From an optimization exercise on the open Yosys and OpenROAD flow, aimed at small area, a short achievable clock period and few clock cycles per item; shortcuts taken in it are not production practice. Only simulation tests tie the RTL to the original design; equivalence was not proved. Power figures rest on the tool's default switching activity, not on a simulated workload.

main:
// bch_decoder
module bch_decoder (
    input  logic       clk,
    input  logic       rst_n,
    input  logic       in_valid,
    input  logic [3:0] in_syndrome,
    output logic       out_valid,
    output logic [3:0] out_location
);
    function automatic logic [1:0] mod3(logic [3:0] x);
        mod3[0] = (x[0] & x[2] & x[3]) | (x[0] & x[1] & x[2]) | (~x[0] & ~x[1] & x[2] & ~x[3]) | (~x[0] & x[1] & ~x[2] & x[3]) | (x[0] & ~x[1] & ~x[2] & ~x[3]);
        mod3[1] = (x[1] & x[2] & x[3]) | (x[0] & x[1] & x[3]) | (x[0] & ~x[1] & x[2] & ~x[3]) | (~x[0] & x[1] & ~x[2] & ~x[3]) | (~x[0] & ~x[1] & ~x[2] & x[3]);
    endfunction
    function automatic logic [1:0] s5_norm(logic [3:0] x);
        s5_norm[0] = (x[2] & x[3]) | (x[0] & x[3]) | (x[1] & ~x[2] & ~x[3]) | (~x[0] & ~x[1] & x[2]);
        s5_norm[1] = (x[2] & x[3]) | (x[1] & x[2]) | (x[0] & ~x[2] & ~x[3]) | (~x[0] & ~x[1] & x[3]);
    endfunction
    function automatic logic [11:0] rel_tab0(logic [4:0] x);
        rel_tab0[0] = (x[0] & ~x[2] & x[3]);
        rel_tab0[1] = (x[0] & ~x[3]);
        rel_tab0[2] = (x[0] & ~x[1] & x[3]);
        rel_tab0[3] = (~x[0] & x[3]);
        rel_tab0[4] = (~x[0]) | (x[1] & ~x[2]);
        rel_tab0[5] = (x[1]) | (x[0] & ~x[2]);
        rel_tab0[6] = (~x[3] & ~x[4]) | (~x[1] & x[2]);
        rel_tab0[7] = (~x[1] & x[3]) | (~x[0] & x[2]);
        rel_tab0[8] = (x[3] & ~x[4]) | (~x[0] & x[2]);
        rel_tab0[9] = (~x[2] & ~x[4]) | (~x[0] & x[2]);
        rel_tab0[10] = (x[0] & ~x[4]) | (~x[3]);
        rel_tab0[11] = (~x[1] & ~x[4]) | (x[2]);
    endfunction
    function automatic logic [11:0] rel_tab1(logic [4:0] x);
        rel_tab1[0] = (x[1] & x[3]) | (x[2] & ~x[3]);
        rel_tab1[1] = (x[1]) | (~x[2]);
        rel_tab1[2] = (x[0] & x[3] & ~x[4]) | (~x[1] & ~x[2] & ~x[4]);
        rel_tab1[3] = (~x[3] & x[4]) | (~x[1] & x[3]) | (x[1] & x[2] & ~x[3]);
        rel_tab1[4] = (~x[0] & ~x[1]) | (x[0] & ~x[2]);
        rel_tab1[5] = (x[1] & x[2] & x[3]) | (x[4]) | (x[0] & ~x[1]) | (x[0] & ~x[2]);
        rel_tab1[6] = (~x[0] & x[2]) | (x[1] & ~x[2]) | (x[2] & ~x[3]);
        rel_tab1[7] = (x[1] & x[2]) | (~x[1] & ~x[2]) | (~x[1] & x[3]);
        rel_tab1[8] = (x[1] & ~x[4]);
        rel_tab1[9] = (~x[1] & ~x[2]) | (x[0] & x[1] & ~x[3]) | (~x[0] & x[2] & x[3]);
  ...
export LEC_CHECK = 0
export ABC_AREA = 1
export CAP_MARGIN = 20
export CORE_MARGIN = 2
export CORE_UTILIZATION = 40
export SLEW_MARGIN = 20
create_clock -name core_clock -period 10.0 [get_ports {clk}]
standard.sh (not shown) runs the stock make flow with config.mk's settings and CLKGATE_MAP_FILE= SYNTH_SCRIPT=/design/flow/synth_recipe.tcl, a recipe that flattens the netlist after the stock synthesis.
==> flow/flow/run.sh <==
#!/bin/bash
# Own layout flow: the standard synthesis, then the combinational cells re-synthesised and
# re-mapped by Yosys/ABC (every flip-flop kept exactly as the standard synthesis made it: same
# instances, names and cell types; checked below), then the standard layout steps, with
# timing repair aimed past the 10 ns clock and buf_2 port buffers.
# Each tool's output goes to a log file of its own in the work folder.
set -euo pipefail
WORK=$(pwd)
R=$WORK/orfs/results/$FLOW_PLATFORM/bch_decoder/base
YOSYS=$FLOW_HOME/../tools/install/yosys/bin/yosys
LIB=$FLOW_HOME/platforms/$FLOW_PLATFORM/lib/sky130_fd_sc_hd__tt_025C_1v80.lib

# 1. standard synthesis
bash standard.sh synth > "$WORK/log_1_synth.txt" 2>&1

# 2. re-synthesise the combinational logic; keep the standard netlist if the flip-flops differ
cp "$R/1_2_yosys.v" "$WORK/standard_synth.v"
sed -e "s#@LIB@#$LIB#g" -e "s#@IN@#$WORK/standard_synth.v#g" -e "s#@OUT@#$WORK/remapped.v#g" \
    -e "s#@ABC@#$WORK/flow/remap.abc#g" "$WORK/flow/remap.ys" > "$WORK/remap.ys"
if "$YOSYS" -s "$WORK/remap.ys" > "$WORK/log_2_remap.txt" 2>&1 \
   && python3 "$WORK/flow/flops.py" "$WORK/standard_synth.v" "$WORK/remapped.v" > "$WORK/log_2_flops.txt" 2>&1; then
  cp "$WORK/remapped.v" "$R/1_2_yosys.v"
  rm -f "$R/1_synth.odb" "$R/1_synth.sdc"
  bash standard.sh synth > "$WORK/log_3_synth_odb.txt" 2>&1
fi

# 3. standard layout steps
bash standard.sh SETUP_SLACK_MARGIN=6 "BUFFER_PORTS_ARGS=-buffer_cell sky130_fd_sc_hd__buf_2" finish \
    > "$WORK/log_4_layout.txt" 2>&1
Other scripts of this flow, unchanged in this note and not shown: flow/flow/flops.py, flow/flow/remap.abc, flow/flow/remap.ys
main finished every step from synthesis to the final layout, and the layout passed the timing, DRC and antenna checks.
Testbench counts of main, summed over its fixed seeds: cycles 19,200, blocks 2,400.
Changes in the feature branch relative to main:
--- a/flow/design.v
+++ b/flow/design.v
@@ -1,27 +1,24 @@
 module bch_decoder (
     input  logic       clk,
     input  logic       rst_n,
     input  logic       in_valid,
     input  logic [3:0] in_syndrome,
     output logic       out_valid,
     output logic [3:0] out_location
 );
-    function automatic logic [1:0] mod3(logic [3:0] x);
-        mod3[0] = (x[0] & x[2] & x[3]) | (x[0] & x[1] & x[2]) | (~x[0] & ~x[1] & x[2] & ~x[3]) | (~x[0] & x[1] & ~x[2] & x[3]) | (x[0] & ~x[1] & ~x[2] & ~x[3]);
-        mod3[1] = (x[1] & x[2] & x[3]) | (x[0] & x[1] & x[3]) | (x[0] & ~x[1] & x[2] & ~x[3]) | (~x[0] & x[1] & ~x[2] & ~x[3]) | (~x[0] & ~x[1] & ~x[2] & x[3]);
-    endfunction
-    function automatic logic [1:0] s5_norm(logic [3:0] x);
-        s5_norm[0] = (x[2] & x[3]) | (x[0] & x[3]) | (x[1] & ~x[2] & ~x[3]) | (~x[0] & ~x[1] & x[2]);
-        s5_norm[1] = (x[2] & x[3]) | (x[1] & x[2]) | (x[0] & ~x[2] & ~x[3]) | (~x[0] & ~x[1] & x[3]);
+    function automatic logic [2:0] m3hot(logic [3:0] x);
+        m3hot[0] = (x[0] & ~x[1] & ~x[2] & x[3]) | (~x[0] & x[1] & x[2] & ~x[3]) | (~x[0] & ~x[1] & ~x[2] & ~x[3]) | (~x[0] & ~x[1] & x[2] & x[3]) | (x[0] & x[1] & ~x[2] & ~x[3]);
+        m3hot[1] = (x[0] & x[2] & x[3]) | (x[0] & x[1] & x[2]) | (~x[0] & ~x[1] & x[2] & ~x[3]) | (~x[0] & x[1] & ~x[2] & x[3]) | (x[0] & ~x[1] & ~x[2] & ~x[3]);
+        m3hot[2] = (x[1] & x[2] & x[3]) | (x[0] & x[1] & x[3]) | (x[0] & ~x[1] & x[2] & ~x[3]) | (~x[0] & x[1] & ~x[2] & ~x[3]) | (~x[0] & ~x[1] & ~x[2] & x[3]);
     endfunction
     function automatic logic [11:0] rel_tab0(logic [4:0] x);
         rel_tab0[0] = (x[0] & ~x[2] & x[3]);
         rel_tab0[1] = (x[0] & ~x[3]);
         rel_tab0[2] = (x[0] & ~x[1] & x[3]);
         rel_tab0[3] = (~x[0] & x[3]);
         rel_tab0[4] = (~x[0]) | (x[1] & ~x[2]);
         rel_tab0[5] = (x[1]) | (x[0] & ~x[2]);
         rel_tab0[6] = (~x[3] & ~x[4]) | (~x[1] & x[2]);
         rel_tab0[7] = (~x[1] & x[3]) | (~x[0] & x[2]);
         rel_tab0[8] = (x[3] & ~x[4]) | (~x[0] & x[2]);
         rel_tab0[9] = (~x[2] & ~x[4]) | (~x[0] & x[2]);
@@ -109,56 +106,63 @@
                 3'd3: if (in_valid) cnt <= 3'd4;
                 3'd4: if (in_valid) cnt <= 3'd5;
                 3'd5: if (in_valid) cnt <= 3'd6;
                 3'd6: cnt <= 3'd7;
                 default: cnt <= 3'd0;
             endcase
         end
     end
     logic [3:0]  ra;        
     logic [11:0] rel;       
     logic [3:0]  rb;        
     logic        flag;      
-    logic [1:0]  rm;        
+    logic [2:0]  rm;        
     logic [3:0]  rot4, k3;
     logic [3:0]  s5sel;     
     logic [11:0] relk;      
     assign rb   = rel[3:0];
     assign flag = rel[4];
-    assign rm   = rel[6:5];
+    assign rm   = rel[7:5];
     always_comb begin
         logic [3:0] k;
         rot4 = (&ra) ? {rb[2:0], rb[3]} : ra;
         k    = (&rb) ? 4'd15 : addm15(rb, ~addm15(rot4, {rot4[2:0], rot4[3]}));
         k3   = {k[3], ~k[0], ~k[2], k[1]};
     end
+    logic [11:0] relt0, relt1, relt2, relt3;
+    assign relt0 = rel_tab0({flag, rb});
+    assign relt1 = rel_tab1({flag, rb});
+    assign relt2 = rel_tab2({flag, rb});
+    assign relt3 = rel_tab3({flag, rb});
     always_comb begin
-        logic [1:0] s5n;
-        s5n   = s5_norm({in_syndrome[1:0], rm});
-        s5sel = {s5n == 2'd3, s5n == 2'd2, s5n == 2'd1, s5n == 2'd0};
-        relk  = ({12{s5sel[0]}} & rel_tab0({flag, rb}))
-              | ({12{s5sel[1]}} & rel_tab1({flag, rb}))
-              | ({12{s5sel[2]}} & rel_tab2({flag, rb}))
-              | ({12{s5sel[3]}} & rel_tab3({flag, rb}));
+        logic [3:0] d;      
+        d     = {in_syndrome[1:0] == 2'd3, in_syndrome[1:0] == 2'd2,
+                 in_syndrome[1:0] == 2'd1, in_syndrome[1:0] == 2'd0};
+        s5sel = {d[3],
+                 (rm[0] & d[2]) | (rm[1] & d[0]) | (rm[2] & d[1]),
+                 (rm[0] & d[1]) | (rm[1] & d[2]) | (rm[2] & d[0]),
+                 (rm[0] & d[0]) | (rm[1] & d[1]) | (rm[2] & d[2])};
+        relk  = ({12{s5sel[0]}} & relt0) | ({12{s5sel[1]}} & relt1)
+              | ({12{s5sel[2]}} & relt2) | ({12{s5sel[3]}} & relt3);
     end
     always_ff @(posedge clk) begin
         if (in_valid) begin
             case (cnt)
                 3'd0: ra <= in_syndrome;
                 3'd2: rel[3:0] <= in_syndrome;
                 3'd3: begin
                     ra       <= rot4;
                     rel[3:0] <= k3;
                     rel[4]   <= &ra;
-                    rel[6:5] <= mod3(rot4);
+                    rel[7:5] <= m3hot(rot4);
                 end
                 3'd4: rel <= relk;
                 default: ;
             endcase
         end
     end
     logic [3:0]  r0, r1, r2, r;
     logic        v0, v1, v2, w0, w1, w2, ws, none;
     logic [2:0]  sel;      
     logic [3:0]  loc;
     always_comb begin
         r0 = rel[3:0];
==> run summary <==
Core utilization (the feature branch over main): increase, 0.25 points. Between main and the feature branch, the cell leakage power does not differ in any meaningful way. The feature branch vs. main: sequential share of layout area shows a reduction of 0.60 points; number of stages on the worst setup path shows no meaningful change; post-route clock period utilization now smaller; overall die width up 1.3%. The setup slack of the feature branch is larger than that of main. Between main and the feature branch, the final cell count is higher for the feature branch.
Testbench counts of the feature branch, summed over its fixed seeds: cycles 19,200, blocks 2,400.

==> static timing again, ports no longer ideal <==
The flow's constraints put no driver on any port. The routed layouts listed below were extracted and timed again, unchanged, in two steps.
Step 1 assumes that a clkbuf_16 drives the clock port and a buf_2 every other input.
Step 2 times the ports against the registers' clock, not the clock port: input delays grow and output delays shrink by t, the midpoint of the rising clock arrivals with the driver on.
a / b / c = ideal / step 1 / step 2; a / b = the first two.
run	t (ns)	setup slack, ns	worst setup path after step 2	latest minus earliest clock arrival (ns)	pins driven straight from the clock port
main	0.297	6.105 / 6.116 / 5.818	input to register	0.009 / 0.009	1
the feature branch	0.299	6.241 / 6.243 / 5.944	input to register	0.004 / 0.005	1
After both steps setup and hold are still met in every run listed. For the feature branch, which loses most, drivers alone change the setup slack by +0.002 ns; drivers and shift together by -0.297 ns.
